Background: an optimization exercise with open tools, aiming at small area. Do not read the settings as production practice. Function was checked by simulation only, so behaviour that the tests miss may differ from the original.

// scope_sample_framer
module scope_sample_framer (
  input  logic        clk_i,
  input  logic        rst_ni,
  input  logic        push,
  output logic        full,
  input  logic        first_of_chunk_i,
  input  logic [63:0] current_time_us_i,
  input  logic [8:0]  chunk_samples_i,
  input  logic [1:0]  gain_mode_i,
  input  logic        channel_ok_i,
  input  logic [11:0] calibrated_mv_i,
  output logic        empty,
  input  logic        pop,
  output logic [7:0]  out_byte_o,
  output logic        last_of_packet_o,
  input  logic        cfg_we_i,
  input  logic [2:0]  cfg_idx_i,
  input  logic [31:0] cfg_wdata_i
);
Size: roughly 4800 cells after synthesis, about 140 I/O pins.
==> flow/config.mk <==
export PLATFORM = sky130hd
export DESIGN_NAME = scope_sample_framer
export DESIGN_NICKNAME = scope_sample_framer
export VERILOG_FILES = /design/flow/design.v
export SDC_FILE = /design/flow/constraint.sdc
export NUM_CORES = 4
export LEC_CHECK = 0
export ABC_AREA = 1
export CAP_MARGIN = 20
export CORE_MARGIN = 2
export CORE_UTILIZATION = 65
export CTS_BUF_LIST = sky130_fd_sc_hd__clkbuf_8
export CTS_CLUSTER_DIAMETER = 60
export CTS_CLUSTER_SIZE = 16
export SLEW_MARGIN = 20
export BUFFER_PORTS_ARGS = -buffer_cell sky130_fd_sc_hd__buf_1
export CTS_ARGS = -sink_clustering_enable -repair_clock_nets -sink_clustering_size 16 -sink_clustering_max_diameter 60 -buf_list {sky130_fd_sc_hd__clkbuf_4 sky130_fd_sc_hd__clkbuf_8} -dont_use_dummy_load
==> flow/constraint.sdc <==
create_clock -name core_clock -period 10.0 [get_ports {clk_i}]
set_input_delay 2.0000 -clock core_clock [delete_from_list [all_inputs] [get_ports {clk_i}]]
set_output_delay 2.0000 -clock core_clock [all_outputs]
set_load 0.01 [all_outputs]
standard.sh (not shown) runs the stock make flow with config.mk's settings and CLKGATE_MAP_FILE= SYNTH_SCRIPT=/design/flow/synth_recipe.tcl, a recipe that flattens the netlist after the stock synthesis.
==> flow/flow/run.sh <==
#!/bin/bash
# Standard layout, but with the smallest buffer on the ports and no CTS dummy loads.
set -e
cat >> "$FLOW_CONFIG" <<'EOT'
export BUFFER_PORTS_ARGS = -buffer_cell sky130_fd_sc_hd__buf_1
export CTS_ARGS = -sink_clustering_enable -repair_clock_nets -sink_clustering_size 16 -sink_clustering_max_diameter 60 -buf_list {sky130_fd_sc_hd__clkbuf_4 sky130_fd_sc_hd__clkbuf_8} -dont_use_dummy_load
EOT
bash standard.sh > standard.log 2>&1
==> next run, changes <==
==> flow/flow/run.sh (replaced) <==
#!/bin/bash
# Standard layout, but with the smallest buffer on the ports.
set -e
cp standard.sh standard_copy.txt
cp "$FLOW_CONFIG" config_before.txt
echo 'export BUFFER_PORTS_ARGS = -buffer_cell sky130_fd_sc_hd__buf_1' >> "$FLOW_CONFIG"
bash standard.sh > standard.log 2>&1
--- a/flow/config.mk
+++ b/flow/config.mk
@@ -15,3 +15,2 @@
 export SLEW_MARGIN = 20
 export BUFFER_PORTS_ARGS = -buffer_cell sky130_fd_sc_hd__buf_1
-export CTS_ARGS = -sink_clustering_enable -repair_clock_nets -sink_clustering_size 16 -sink_clustering_max_diameter 60 -buf_list {sky130_fd_sc_hd__clkbuf_4 sky130_fd_sc_hd__clkbuf_8} -dont_use_dummy_load
The changed run completed with no timing, DRC or antenna violations.
Register-to-register slack gets worse by 80 ps.
Setup slack gets worse by 52 ps.
==> next run, changes <==
==> flow/flow/run.sh (replaced) <==
#!/bin/bash
# Standard layout, but with the smallest buffer on the ports and no CTS dummy loads.
set -e
cat >> "$FLOW_CONFIG" <<'EOT'
export BUFFER_PORTS_ARGS = -buffer_cell sky130_fd_sc_hd__buf_1
export CTS_ARGS = -sink_clustering_enable -repair_clock_nets -sink_clustering_size 16 -sink_clustering_max_diameter 60 -buf_list sky130_fd_sc_hd__clkbuf_8 -dont_use_dummy_load
EOT
bash standard.sh > standard.log 2>&1
--- a/flow/config.mk
+++ b/flow/config.mk
@@ -15,2 +15,3 @@
 export SLEW_MARGIN = 20
 export BUFFER_PORTS_ARGS = -buffer_cell sky130_fd_sc_hd__buf_1
+export CTS_ARGS = -sink_clustering_enable -repair_clock_nets -sink_clustering_size 16 -sink_clustering_max_diameter 60 -buf_list sky130_fd_sc_hd__clkbuf_8 -dont_use_dummy_load
Synthesized area does not change.
Global-route usage hardly moves.
Die area is unchanged.
==> next run, changes <==
==> flow/run.sh (new file) <==
#!/bin/bash
# synth_recipe.tcl (not shown) runs the flow's synth.tcl, then flattens the netlist and writes it again
# the make line also repeats each setting of config.mk as NAME=value (left out here)
make -C /OpenROAD-flow-scripts/flow DESIGN_CONFIG=/design/flow/config.mk WORK_HOME=/design/flow/orfs CLKGATE_MAP_FILE= SYNTH_SCRIPT=/design/flow/synth_recipe.tcl finish
--- a/flow/config.mk
+++ b/flow/config.mk
@@ -14,4 +14,2 @@
 export CTS_CLUSTER_SIZE = 16
 export SLEW_MARGIN = 20
-export BUFFER_PORTS_ARGS = -buffer_cell sky130_fd_sc_hd__buf_1
-export CTS_ARGS = -sink_clustering_enable -repair_clock_nets -sink_clustering_size 16 -sink_clustering_max_diameter 60 -buf_list sky130_fd_sc_hd__clkbuf_8 -dont_use_dummy_load
removed: flow/flow/run.sh
removed: flow/standard.sh
The new run passed the timing, design-rule and antenna checks.
Die area is unchanged.
Fmax rose slightly.
Via count barely changes.
Sequential share of layout area fell by 0.92 points.
Core utilization rose by 2.0 points.
Synthesized area stays the same.
Routed wire length stays flat.
Sequential cell count does not change.
Clock skew fell by 8.3 ps.
Global-route usage hardly moves.

[static timing again, ports no longer ideal]
The flow's constraints put no driver on any port. The routed layouts listed below were extracted and timed again, unchanged, in two steps.
Step 1 sets driving cells, clkbuf_16 on the clock port and buf_2 on the other inputs (assumed; they add their load-dependent delay and slew).
Step 2, shift: input delay + t, output delay - t, t = (earliest + latest rising clock arrival at the registers) / 2. This alone moves slack from input paths to output paths.
Three values: ideal ports, drivers, drivers and shift; two values: the first two.
run	t, ns	slack for setup (ns)	hold slack, ns
the first run	0.705	0.591 / 0.619 / -0.074	0.511 / 0.511 / 0.511
the second run	0.728	0.539 / 0.539 / -0.029	0.518 / 0.518 / 0.518
the third run	0.705	0.591 / 0.619 / -0.074	0.511 / 0.511 / 0.511
the fourth run	0.738	0.627 / 0.627 / -0.056	0.507 / 0.507 / 0.507
With both steps, setup timing fails in every run listed, where it was met with ideal ports. The setup slack of the fourth run, which loses most, moves by 0.000 ns with the drivers and by -0.683 ns with both steps.
